This is an optimization exercise on Yosys and OpenROAD, whose aim is a short achievable clock period and few clock cycles per item, not a production implementation.
The RTL of this run was laid out without a check of its function.
Power figures rest on the tool's default switching activity, not on a simulated workload.

==> flow/config.mk <==
export PLATFORM = sky130hd
export DESIGN_NAME = niuCpu
export DESIGN_NICKNAME = niuCpu
export VERILOG_FILES = /design/flow/design.v
export SDC_FILE = /design/flow/constraint.sdc
export NUM_CORES = 4
export LEC_CHECK = 0
export CAP_MARGIN = 20
export CORE_MARGIN = 2
export CORE_UTILIZATION = 40
export SLEW_MARGIN = 20
==> flow/constraint.sdc <==
create_clock -name core_clock -period 14.0 [get_ports {clk}]
set_input_delay 2.8000 -clock core_clock [delete_from_list [all_inputs] [get_ports {clk}]]
set_output_delay 2.8000 -clock core_clock [all_outputs]
set_load 0.01 [all_outputs]
==> flow/design.v <==
package niuPkg;
    localparam int REG_BITS = $clog2(32);
    localparam int OP_BITS = 5;
    localparam int PAD_BITS = 32 - 2 * OP_BITS - 3 * REG_BITS;
    typedef enum logic [OP_BITS-1:0] {
        OP_ALUR = 5'b00000,    
        OP_ADDI = 5'b00001,
        OP_MLTI = 5'b00010,
        OP_ANDI = 5'b00101,
        OP_ORI  = 5'b00110,
        OP_XORI = 5'b00111,
        OP_SULI = 5'b01000,
        OP_SSLI = 5'b01001,
        OP_SURI = 5'b01010,
        OP_SSRI = 5'b01011,
        OP_LW   = 5'b10000,
        OP_SW   = 5'b10011,
        OP_BEQ  = 5'b11000,
        OP_BNE  = 5'b11001,
        OP_BLT  = 5'b11010,
        OP_BLE  = 5'b11011,
        OP_JAL  = 5'b11111
    } op1T;
    typedef enum logic [OP_BITS-1:0] {
        FN_SUB = 5'b00000,
        FN_ADD = 5'b00001,
        FN_MLT = 5'b00010,
        FN_NOT = 5'b00100,
        FN_AND = 5'b00101,
        FN_OR  = 5'b00110,
        FN_XOR = 5'b00111,
        FN_SUL = 5'b01000,
        FN_SSL = 5'b01001,
        FN_SUR = 5'b01010,
        FN_SSR = 5'b01011,
        FN_EQ  = 5'b10000,    
        FN_NEQ = 5'b10001,
        FN_LT  = 5'b10010,
        FN_LEQ = 5'b10011
    } aluFuncT;
    typedef struct packed {
        op1T                 op1;
        logic [REG_BITS-1:0] rx;
        logic [REG_BITS-1:0] ry;
        logic [REG_BITS-1:0] rz;
        logic [PAD_BITS-1:0] unused;
        aluFuncT             op2;
    } instrRegT;
    typedef struct packed {
        op1T                      op1;
        logic [REG_BITS-1:0]      rx;
        logic [REG_BITS-1:0]      ry;
        logic [17-1:0] imm;
    } instrImmT;
    typedef union packed {
        instrRegT r;
        instrImmT i;
    } instrT;
    typedef enum logic [2:0] {
        SRC_PC, SRC_REG, SRC_IMM, SRC_IMM4, SRC_ALU, SRC_MDR
    } busSrcT;
    typedef struct packed {
        logic                ldPc;
        logic                incPc;
        logic                ldIr;
        logic                regWrite;
        logic [REG_BITS-1:0] regSel;
        logic                ldA;
        logic                ldB;
        aluFuncT             aluFunc;
        logic                ldMar;
        logic                memWrite;
        busSrcT              busSrc;
    } ctrlT;
    typedef struct packed {
        logic [32-1:0] addr;
        logic [32-1:0] wdata;
        logic                      write;
    } dataReqT;
    typedef enum logic [4:0] {
        S_IDLE, S_FETCH, S_DECODE,
        S_ALU0, S_ALU1, S_ALU2, S_ALU3,
        S_MEM0, S_MEM1, S_MEM2, S_MEM3, S_LW4, S_LW5, S_SW4,
        S_BR0, S_BR1, S_BR2, S_BR3, S_BR4, S_BR5, S_BR6, S_BR7,
        S_JAL0, S_JAL1, S_HALT
    } stateT;
endpackage
`timescale 1ns/100ps
module niuMulCsa (
    input  logic [31:0] a,
    input  logic [31:0] b,
    output logic [31:0] s,
    output logic [31:0] c
);
    wire [31:0] pp0 = a & {32{b[0]}};
    wire [31:0] pp1 = {a[30:0] & {31{b[1]}}, 1'b0};
    wire [31:0] pp2 = {a[29:0] & {30{b[2]}}, 2'b0};
    wire [31:0] pp3 = {a[28:0] & {29{b[3]}}, 3'b0};
    wire [31:0] pp4 = {a[27:0] & {28{b[4]}}, 4'b0};
    wire [31:0] pp5 = {a[26:0] & {27{b[5]}}, 5'b0};
    wire [31:0] pp6 = {a[25:0] & {26{b[6]}}, 6'b0};
    wire [31:0] pp7 = {a[24:0] & {25{b[7]}}, 7'b0};
    wire [31:0] pp8 = {a[23:0] & {24{b[8]}}, 8'b0};
    wire [31:0] pp9 = {a[22:0] & {23{b[9]}}, 9'b0};
    wire [31:0] pp10 = {a[21:0] & {22{b[10]}}, 10'b0};
    wire [31:0] pp11 = {a[20:0] & {21{b[11]}}, 11'b0};
    wire [31:0] pp12 = {a[19:0] & {20{b[12]}}, 12'b0};
    wire [31:0] pp13 = {a[18:0] & {19{b[13]}}, 13'b0};
    wire [31:0] pp14 = {a[17:0] & {18{b[14]}}, 14'b0};
    wire [31:0] pp15 = {a[16:0] & {17{b[15]}}, 15'b0};
    wire [31:0] pp16 = {a[15:0] & {16{b[16]}}, 16'b0};
    wire [31:0] pp17 = {a[14:0] & {15{b[17]}}, 17'b0};
    wire [31:0] pp18 = {a[13:0] & {14{b[18]}}, 18'b0};
    wire [31:0] pp19 = {a[12:0] & {13{b[19]}}, 19'b0};
    wire [31:0] pp20 = {a[11:0] & {12{b[20]}}, 20'b0};
    wire [31:0] pp21 = {a[10:0] & {11{b[21]}}, 21'b0};
    wire [31:0] pp22 = {a[9:0] & {10{b[22]}}, 22'b0};
    wire [31:0] pp23 = {a[8:0] & {9{b[23]}}, 23'b0};
    wire [31:0] pp24 = {a[7:0] & {8{b[24]}}, 24'b0};
    wire [31:0] pp25 = {a[6:0] & {7{b[25]}}, 25'b0};
    wire [31:0] pp26 = {a[5:0] & {6{b[26]}}, 26'b0};
    wire [31:0] pp27 = {a[4:0] & {5{b[27]}}, 27'b0};
    wire [31:0] pp28 = {a[3:0] & {4{b[28]}}, 28'b0};
    wire [31:0] pp29 = {a[2:0] & {3{b[29]}}, 29'b0};
    wire [31:0] pp30 = {a[1:0] & {2{b[30]}}, 30'b0};
    wire [31:0] pp31 = {a[0:0] & {1{b[31]}}, 31'b0};
    wire [31:0] s0_0 = pp0 ^ pp1 ^ pp2;
    wire [31:0] c0_0 = {((pp0[30:0] & pp1[30:0]) | (pp0[30:0] & pp2[30:0]) | (pp1[30:0] & pp2[30:0])), 1'b0};
    wire [31:0] s0_1 = pp3 ^ pp4 ^ pp5;
    wire [31:0] c0_1 = {((pp3[30:0] & pp4[30:0]) | (pp3[30:0] & pp5[30:0]) | (pp4[30:0] & pp5[30:0])), 1'b0};
    wire [31:0] s0_2 = pp6 ^ pp7 ^ pp8;
    wire [31:0] c0_2 = {((pp6[30:0] & pp7[30:0]) | (pp6[30:0] & pp8[30:0]) | (pp7[30:0] & pp8[30:0])), 1'b0};
    wire [31:0] s0_3 = pp9 ^ pp10 ^ pp11;
    wire [31:0] c0_3 = {((pp9[30:0] & pp10[30:0]) | (pp9[30:0] & pp11[30:0]) | (pp10[30:0] & pp11[30:0])), 1'b0};
    wire [31:0] s0_4 = pp12 ^ pp13 ^ pp14;
    wire [31:0] c0_4 = {((pp12[30:0] & pp13[30:0]) | (pp12[30:0] & pp14[30:0]) | (pp13[30:0] & pp14[30:0])), 1'b0};
    wire [31:0] s0_5 = pp15 ^ pp16 ^ pp17;
    wire [31:0] c0_5 = {((pp15[30:0] & pp16[30:0]) | (pp15[30:0] & pp17[30:0]) | (pp16[30:0] & pp17[30:0])), 1'b0};
    wire [31:0] s0_6 = pp18 ^ pp19 ^ pp20;
    wire [31:0] c0_6 = {((pp18[30:0] & pp19[30:0]) | (pp18[30:0] & pp20[30:0]) | (pp19[30:0] & pp20[30:0])), 1'b0};
    wire [31:0] s0_7 = pp21 ^ pp22 ^ pp23;
    wire [31:0] c0_7 = {((pp21[30:0] & pp22[30:0]) | (pp21[30:0] & pp23[30:0]) | (pp22[30:0] & pp23[30:0])), 1'b0};
    wire [31:0] s0_8 = pp24 ^ pp25 ^ pp26;
    wire [31:0] c0_8 = {((pp24[30:0] & pp25[30:0]) | (pp24[30:0] & pp26[30:0]) | (pp25[30:0] & pp26[30:0])), 1'b0};
    wire [31:0] s0_9 = pp27 ^ pp28 ^ pp29;
    wire [31:0] c0_9 = {((pp27[30:0] & pp28[30:0]) | (pp27[30:0] & pp29[30:0]) | (pp28[30:0] & pp29[30:0])), 1'b0};
    wire [31:0] s1_0 = s0_0 ^ c0_0 ^ s0_1;
    wire [31:0] c1_0 = {((s0_0[30:0] & c0_0[30:0]) | (s0_0[30:0] & s0_1[30:0]) | (c0_0[30:0] & s0_1[30:0])), 1'b0};
    wire [31:0] s1_1 = c0_1 ^ s0_2 ^ c0_2;
    wire [31:0] c1_1 = {((c0_1[30:0] & s0_2[30:0]) | (c0_1[30:0] & c0_2[30:0]) | (s0_2[30:0] & c0_2[30:0])), 1'b0};
    wire [31:0] s1_2 = s0_3 ^ c0_3 ^ s0_4;
    wire [31:0] c1_2 = {((s0_3[30:0] & c0_3[30:0]) | (s0_3[30:0] & s0_4[30:0]) | (c0_3[30:0] & s0_4[30:0])), 1'b0};
    wire [31:0] s1_3 = c0_4 ^ s0_5 ^ c0_5;
    wire [31:0] c1_3 = {((c0_4[30:0] & s0_5[30:0]) | (c0_4[30:0] & c0_5[30:0]) | (s0_5[30:0] & c0_5[30:0])), 1'b0};
    wire [31:0] s1_4 = s0_6 ^ c0_6 ^ s0_7;
    wire [31:0] c1_4 = {((s0_6[30:0] & c0_6[30:0]) | (s0_6[30:0] & s0_7[30:0]) | (c0_6[30:0] & s0_7[30:0])), 1'b0};
    wire [31:0] s1_5 = c0_7 ^ s0_8 ^ c0_8;
    wire [31:0] c1_5 = {((c0_7[30:0] & s0_8[30:0]) | (c0_7[30:0] & c0_8[30:0]) | (s0_8[30:0] & c0_8[30:0])), 1'b0};
    wire [31:0] s1_6 = s0_9 ^ c0_9 ^ pp30;
    wire [31:0] c1_6 = {((s0_9[30:0] & c0_9[30:0]) | (s0_9[30:0] & pp30[30:0]) | (c0_9[30:0] & pp30[30:0])), 1'b0};
    wire [31:0] s2_0 = s1_0 ^ c1_0 ^ s1_1;
    wire [31:0] c2_0 = {((s1_0[30:0] & c1_0[30:0]) | (s1_0[30:0] & s1_1[30:0]) | (c1_0[30:0] & s1_1[30:0])), 1'b0};
    wire [31:0] s2_1 = c1_1 ^ s1_2 ^ c1_2;
    wire [31:0] c2_1 = {((c1_1[30:0] & s1_2[30:0]) | (c1_1[30:0] & c1_2[30:0]) | (s1_2[30:0] & c1_2[30:0])), 1'b0};
    wire [31:0] s2_2 = s1_3 ^ c1_3 ^ s1_4;
    wire [31:0] c2_2 = {((s1_3[30:0] & c1_3[30:0]) | (s1_3[30:0] & s1_4[30:0]) | (c1_3[30:0] & s1_4[30:0])), 1'b0};
    wire [31:0] s2_3 = c1_4 ^ s1_5 ^ c1_5;
    wire [31:0] c2_3 = {((c1_4[30:0] & s1_5[30:0]) | (c1_4[30:0] & c1_5[30:0]) | (s1_5[30:0] & c1_5[30:0])), 1'b0};
    wire [31:0] s2_4 = s1_6 ^ c1_6 ^ pp31;
    wire [31:0] c2_4 = {((s1_6[30:0] & c1_6[30:0]) | (s1_6[30:0] & pp31[30:0]) | (c1_6[30:0] & pp31[30:0])), 1'b0};
    wire [31:0] s3_0 = s2_0 ^ c2_0 ^ s2_1;
    wire [31:0] c3_0 = {((s2_0[30:0] & c2_0[30:0]) | (s2_0[30:0] & s2_1[30:0]) | (c2_0[30:0] & s2_1[30:0])), 1'b0};
    wire [31:0] s3_1 = c2_1 ^ s2_2 ^ c2_2;
    wire [31:0] c3_1 = {((c2_1[30:0] & s2_2[30:0]) | (c2_1[30:0] & c2_2[30:0]) | (s2_2[30:0] & c2_2[30:0])), 1'b0};
    wire [31:0] s3_2 = s2_3 ^ c2_3 ^ s2_4;
    wire [31:0] c3_2 = {((s2_3[30:0] & c2_3[30:0]) | (s2_3[30:0] & s2_4[30:0]) | (c2_3[30:0] & s2_4[30:0])), 1'b0};
    wire [31:0] s4_0 = s3_0 ^ c3_0 ^ s3_1;
    wire [31:0] c4_0 = {((s3_0[30:0] & c3_0[30:0]) | (s3_0[30:0] & s3_1[30:0]) | (c3_0[30:0] & s3_1[30:0])), 1'b0};
    wire [31:0] s4_1 = c3_1 ^ s3_2 ^ c3_2;
    wire [31:0] c4_1 = {((c3_1[30:0] & s3_2[30:0]) | (c3_1[30:0] & c3_2[30:0]) | (s3_2[30:0] & c3_2[30:0])), 1'b0};
    wire [31:0] s5_0 = s4_0 ^ c4_0 ^ s4_1;
    wire [31:0] c5_0 = {((s4_0[30:0] & c4_0[30:0]) | (s4_0[30:0] & s4_1[30:0]) | (c4_0[30:0] & s4_1[30:0])), 1'b0};
    wire [31:0] s6_0 = s5_0 ^ c5_0 ^ c4_1;
    wire [31:0] c6_0 = {((s5_0[30:0] & c5_0[30:0]) | (s5_0[30:0] & c4_1[30:0]) | (c5_0[30:0] & c4_1[30:0])), 1'b0};
    wire [31:0] s7_0 = s6_0 ^ c6_0 ^ c2_4;
    wire [31:0] c7_0 = {((s6_0[30:0] & c6_0[30:0]) | (s6_0[30:0] & c2_4[30:0]) | (c6_0[30:0] & c2_4[30:0])), 1'b0};
    assign s = s7_0;
    assign c = c7_0;
endmodule
`timescale 1ns/100ps
module niuCpu (
    input  logic                      clk,
    input  logic                      reset,
    output logic [32-1:0] fetchAddr,
    output logic                      fetchStrobe,
    input  logic [32-1:0] fetchData,
    output logic [32-1:0] dataAddr,
    output logic [32-1:0] dataWdata,
    output logic                      dataWrite,
    input  logic [32-1:0] dataRdata,
    output logic                      halted
);
    localparam int W = 32;
    logic [W-1:0] pc;
    logic         fdLive;       
    logic         fdReplay;     
    logic         halting;
    logic         exValid;
    logic         exIsLw, exIsSw, exIsMul;
    logic         exWrE;        
    logic         exWrM;        
    logic [4:0]   exDest;
    logic [W-1:0] opA, opB, stData;
    logic [W-1:0] mulA, mulB;   
    logic [W-1:0] mulS, mulC;   
    logic [W-1:0] exPc4;
    logic         exSub;
    logic         sAdd, sNot, sAnd, sOr, sXor, sSll, sSrl, sSra, sPc4;
    logic         sEq, sNe, sLt, sLe;
    logic         mStore, mLoad, mMul;
    logic [4:0]   mDest;
    logic [W-1:0] memAddr, memWdata;
    logic [W-1:0] regs [32];
    logic [W-1:0] sum, exResult, shl, shr, sra;
    logic         eq, lt, big, cmpRes;
    assign sum = opA + (opB ^ {W{exSub}}) + {{(W-1){1'b0}}, exSub};
    assign eq  = (opA == opB);
    assign lt  = ($signed(opA) < $signed(opB));
    assign big = |opB[W-1:5];
    assign shl = big ? '0 : (opA << opB[4:0]);
    assign shr = big ? '0 : (opA >> opB[4:0]);
    assign sra = big ? {W{opA[W-1]}} : W'($signed(opA) >>> opB[4:0]);
    assign cmpRes = (sEq & eq) | (sNe & ~eq) | (sLt & lt) | (sLe & (lt | eq));
    assign exResult = ({W{sAdd}} & sum)
                    | ({W{sNot}} & ~opA)
                    | ({W{sAnd}} & (opA & opB))
                    | ({W{sOr}}  & (opA | opB))
                    | ({W{sXor}} & (opA ^ opB))
                    | ({W{sSll}} & shl)
                    | ({W{sSrl}} & shr)
                    | ({W{sSra}} & sra)
                    | ({W{sPc4}} & exPc4)
                    | {{(W-1){1'b0}}, cmpRes};
    logic exWen;
    assign exWen = exValid & exWrE;
    logic [W-1:0] mulSd, mulCd;
    niuMulCsa mul0 (.a(mulA), .b(mulB), .s(mulSd), .c(mulCd));
    logic [W-1:0] mulOut, mResult;
    logic         mWen;
    assign mulOut  = mulS + mulC;
    assign mResult = mLoad ? dataRdata : mulOut;
    assign mWen    = mLoad | mMul;
    assign dataAddr  = memAddr;
    assign dataWdata = memWdata;
    assign dataWrite = mStore;
    logic [W-1:0] instr;
    logic [4:0]   op, rx, ry, rz, fnR, fn, dest;
    logic [W-1:0] immExt, pc4, brTarget;
    logic         isAluR, isAluI, isLw, isSw, isBr, isJal, isUndef, isMul;
    logic         usesA, usesB, wrE, wrM;
    logic [W-1:0] aRf, bRf, aFwd, bFwd;
    assign instr  = fetchData;
    assign op     = instr[31:27];
    assign rx     = instr[26:22];
    assign ry     = instr[21:17];
    assign rz     = instr[16:12];
    assign fnR    = instr[4:0];
    assign immExt = {{(W-17){instr[16]}}, instr[16:0]};
    always_comb begin
        isAluR = 1'b0;
        isAluI = 1'b0;
        isLw   = 1'b0;
        isSw   = 1'b0;
        isBr   = 1'b0;
        isJal  = 1'b0;
        case (op)
            5'd0: isAluR = 1'b1;
            5'd1, 5'd2, 5'd5, 5'd6, 5'd7, 5'd8, 5'd9, 5'd10, 5'd11: isAluI = 1'b1;
            5'd16: isLw = 1'b1;
            5'd19: isSw = 1'b1;
            5'd24, 5'd25, 5'd26, 5'd27: isBr = 1'b1;
            5'd31: isJal = 1'b1;
            default: ;
        endcase
    end
    assign isUndef = ~(isAluR | isAluI | isLw | isSw | isBr | isJal);
    assign fn      = isAluR ? fnR : op;
    assign isMul   = (isAluR | isAluI) & (fn == 5'd2);
    assign dest    = isAluR ? rz : ry;
    assign wrE     = ((isAluR | isAluI) & ~isMul) | isJal;
    assign wrM     = isLw | isMul;
    assign usesA   = ~isUndef;
    assign usesB   = isAluR | isSw | isBr;
    assign aRf = regs[rx];
    assign bRf = regs[ry];
    always_comb begin
        if (exWen && exDest == rx)     aFwd = exResult;
        else if (mWen && mDest == rx)  aFwd = mResult;
        else                           aFwd = aRf;
        if (exWen && exDest == ry)     bFwd = exResult;
        else if (mWen && mDest == ry)  bFwd = mResult;
        else                           bFwd = bRf;
    end
    logic fdEq, fdLt, taken, jalSame;
    assign fdEq    = (aFwd == bFwd);
    assign fdLt    = ($signed(aFwd) < $signed(bFwd));
    assign jalSame = (rx == ry);
    always_comb begin
        case (op[1:0])
            2'd0:    taken = fdEq;
            2'd1:    taken = ~fdEq;
            2'd2:    taken = fdLt;
            default: taken = fdLt | fdEq;
        endcase
    end
    assign pc4      = pc + W'(4);
    assign brTarget = pc4 + {immExt[W-3:0], 2'b00};
    logic hz, fdAct, fdGo, stallNow, haltNow;
    assign hz = exValid & exWrM & ((usesA & (rx == exDest)) | (usesB & (ry == exDest)));
    assign fdAct    = fdLive | fdReplay;
    assign fdGo     = fdAct & ~hz & ~isUndef;
    assign stallNow = fdAct & hz & ~isUndef;
    assign haltNow  = fdLive & isUndef;
    assign fetchAddr   = pc;
    assign fetchStrobe = fdLive;
    always_ff @(posedge clk or posedge reset) begin
        if (reset) begin
            pc       <= 32'h0;
            fdLive   <= 1'b0;
            fdReplay <= 1'b0;
            halting  <= 1'b0;
            halted   <= 1'b0;
            exValid  <= 1'b0;
            mStore   <= 1'b0;
            mLoad    <= 1'b0;
            mMul     <= 1'b0;
        end else begin
            halted  <= halting;
            mStore  <= exValid & exIsSw;
            mLoad   <= exValid & exIsLw;
            mMul    <= exValid & exIsMul;
            exValid <= fdGo;
            if (fdGo) begin
                if (isJal)               pc <= jalSame ? pc4 : aFwd;
                else if (isBr && taken)  pc <= brTarget;
                else                     pc <= pc4;
                fdLive   <= 1'b1;
                fdReplay <= 1'b0;
            end else if (stallNow) begin
                fdLive   <= 1'b0;
                fdReplay <= 1'b1;
            end else if (haltNow) begin
                halting  <= 1'b1;
                fdLive   <= 1'b0;
                fdReplay <= 1'b0;
            end else begin
                fdLive   <= ~halting;
                fdReplay <= 1'b0;
            end
        end
    end
    always_ff @(posedge clk) begin
        exIsLw    <= isLw;
        exIsSw    <= isSw;
        exIsMul   <= isMul;
        exWrE     <= wrE;
        exWrM     <= wrM;
        exDest    <= dest;
        opA       <= aFwd;
        opB       <= isAluR ? bFwd : immExt;
        stData    <= bFwd;
        exPc4     <= pc4;
        exSub     <= (isAluR | isAluI) & (fn == 5'd0);
        sAdd      <= ((isAluR | isAluI) & (fn == 5'd0 || fn == 5'd1)) | isLw | isSw;
        sNot      <= (isAluR | isAluI) & (fn == 5'd4);
        sAnd      <= (isAluR | isAluI) & (fn == 5'd5);
        sOr       <= (isAluR | isAluI) & (fn == 5'd6);
        sXor      <= (isAluR | isAluI) & (fn == 5'd7);
        sSll      <= (isAluR | isAluI) & (fn == 5'd8 || fn == 5'd9);
        sSrl      <= (isAluR | isAluI) & (fn == 5'd10);
        sSra      <= (isAluR | isAluI) & (fn == 5'd11);
        sEq       <= (isAluR | isAluI) & (fn == 5'd16);
        sNe       <= (isAluR | isAluI) & (fn == 5'd17);
        sLt       <= (isAluR | isAluI) & (fn == 5'd18);
        sLe       <= (isAluR | isAluI) & (fn == 5'd19);
        sPc4      <= isJal;
        mDest     <= exDest;
        memAddr   <= sum;
        memWdata  <= stData;
        mulS      <= mulSd;
        mulC      <= mulCd;
    end
    always_ff @(posedge clk) begin
        if (isMul) begin
            mulA <= aFwd;
            mulB <= isAluR ? bFwd : immExt;
        end
    end
    always_ff @(posedge clk or posedge reset) begin
        if (reset) begin
            for (int i = 0; i < 32; i++) begin
                regs[i] <= '0;
            end
        end else begin
            for (int i = 0; i < 32; i++) begin
                if (exWen && exDest == 5'(i)) begin
                    regs[i] <= exResult;
                end else if (mWen && mDest == 5'(i)) begin
                    regs[i] <= mResult;
                end
            end
        end
    end
endmodule
==> flow/flow/run.sh <==
#!/bin/bash
# Standard ORFS layout, with synthesis and timing repair aimed well below
# the clock period (the constraints themselves are unchanged).
set -euo pipefail
bash standard.sh SETUP_SLACK_MARGIN=10.0 ABC_CLOCK_PERIOD_IN_PS=3000 finish > standard_flow.log 2>&1
==> flow/standard.sh <==
#!/bin/bash
# synth_recipe.tcl (not shown) runs the flow's synth.tcl, then flattens the netlist and writes it again
# the make line also repeats each setting of config.mk as NAME=value (left out here)
make -C /OpenROAD-flow-scripts/flow DESIGN_CONFIG=/design/flow/config.mk WORK_HOME=/design/flow/orfs CLKGATE_MAP_FILE= SYNTH_SCRIPT=/design/flow/synth_recipe.tcl "${@:-finish}"
==> flow_metrics.py <==
metrics = {
    "global_route": {
        "overflow": 1,
        "grt_max_degree": 74,
        "track_usage_pct": 51.0,
    },
    "placement": {
        "place_congestion": 1.05,
        "io_buffers": 164,
        "placed_cell_area_mm2": 0.104,
        "hpwl_mm": 389,
    },
    "synth": {
        "ys.flop_type": "dfrtp_1",
        "synth-seq-area-share_pct": 34.5,
        "ys_types": 112,
        "yosysTopAreaCell": "dfrtp_1",
        "synth_area_mm2": 0.0988,
        "ys_warn_count": 2,
        "synth_top_area_share_pct": 26.9,
        "synthesis.nets": 12400,
        "syn_avg_cell_area_um2": 8.49,
        "synth_cells": 11600,
        "synthArstFlopShare_pct": 75.8,
        "synth_edf_count": 64,
        "ys_ff_latch": 1404,
        "synthTopCellsByArea": "dfrtp_1 27%, fa_1 8.4%, a22oi_1 6.7%, nand2_1 6.4%, o21ai_0 5.7%",
    },
    "clocking": {
        "cts_hold_buf": 0,
        "clkSinkCount": 1404,
        "htreeDepth": 4,
        "root_buffer": "clkbuf_16",
        "clockBufferDepth": 3,
        "cts_made_buffers": 166,
    },
    "floorplan": {
        "ios": 165,
        "dieWidth_um": 501,
        "rows": 182,
        "start_util_pct": 40.2,
        "die_h_um": 501,
    },
    "run_status": {
        "error": "[ERROR GRT-0232] Routing congestion too high. Check the congestion heatmap in the GUI.",
        "stop_stage": "global routing",
        "status": "stopped before the end",
    },
}
==> worst max-delay path by stage <==
| stage | startpoint | to |
|---|---|---|
| after global placement | fetchData[18] | pc[25] |
| after floorplan | reset | exValid |
| after CTS | fetchData[23] | pc[19] |
| after detailed placement | fetchData[18] | pc[23] |
==> timing repair <==
item,4_1_cts
setup buffers,673
setup endpoints to repair,2280
gates cloned,64
resized for setup,1953
pin swaps,407
==> power by group through the flow <==
stage | combinational [mW] | clock, mW | sequential (mW)
floorplan | 3.30 | 0 | 5.51
global placement | 5.37 | 0 | 6.06
detailed placement | 5.42 | 0 | 6.03
CTS | 6.16 | 4.75 | 5.94
==> metal layers <==
metal	GRT usage, %	GRT overflow
met1	59.2	0
met2	69.1	1
met3	25.7	0
met4	41.5	0
met5	6.79	0
==> per-stage QoR <==
stage                     hold slack [ns]  worst slack (ns)  total power [mW]  cells
after floorplan                     0.310             -3.47              8.81  11600
after global placement              0.313              3.31              11.4  14300
after detailed placement            0.312              3.26              11.5  14300
after CTS                           0.326              7.05              16.9  15300
==> cell usage after synthesis (all sizes together), types with 34 or more instances <==
library cell,instances
clkbuf,884
edfxtp,64
a21o,43
ha,311
dfrtp,1064
mux4,59
nor4,82
buf,199
nand2b,34
mux2i,94
a21oi,649
xor2,87
o21ai,1141
a22oi,880
inv,540
o211ai,704
nand2,1688
nand4,115
nor3,127
nor2,756
xnor2,127
and3,50
fa,416
a211oi,154
and2,402
a221oi,47
nand3,145
dfxtp,276
==> cell families after synthesis <==
logic type / share of synthesized area [%]
compound gates: 26.2
simple gates: 15.9
buf+inv: 6.49
flops: 34.5
fa+ha+maj: 12.4
xor+xnor: 1.90
mux: 2.69
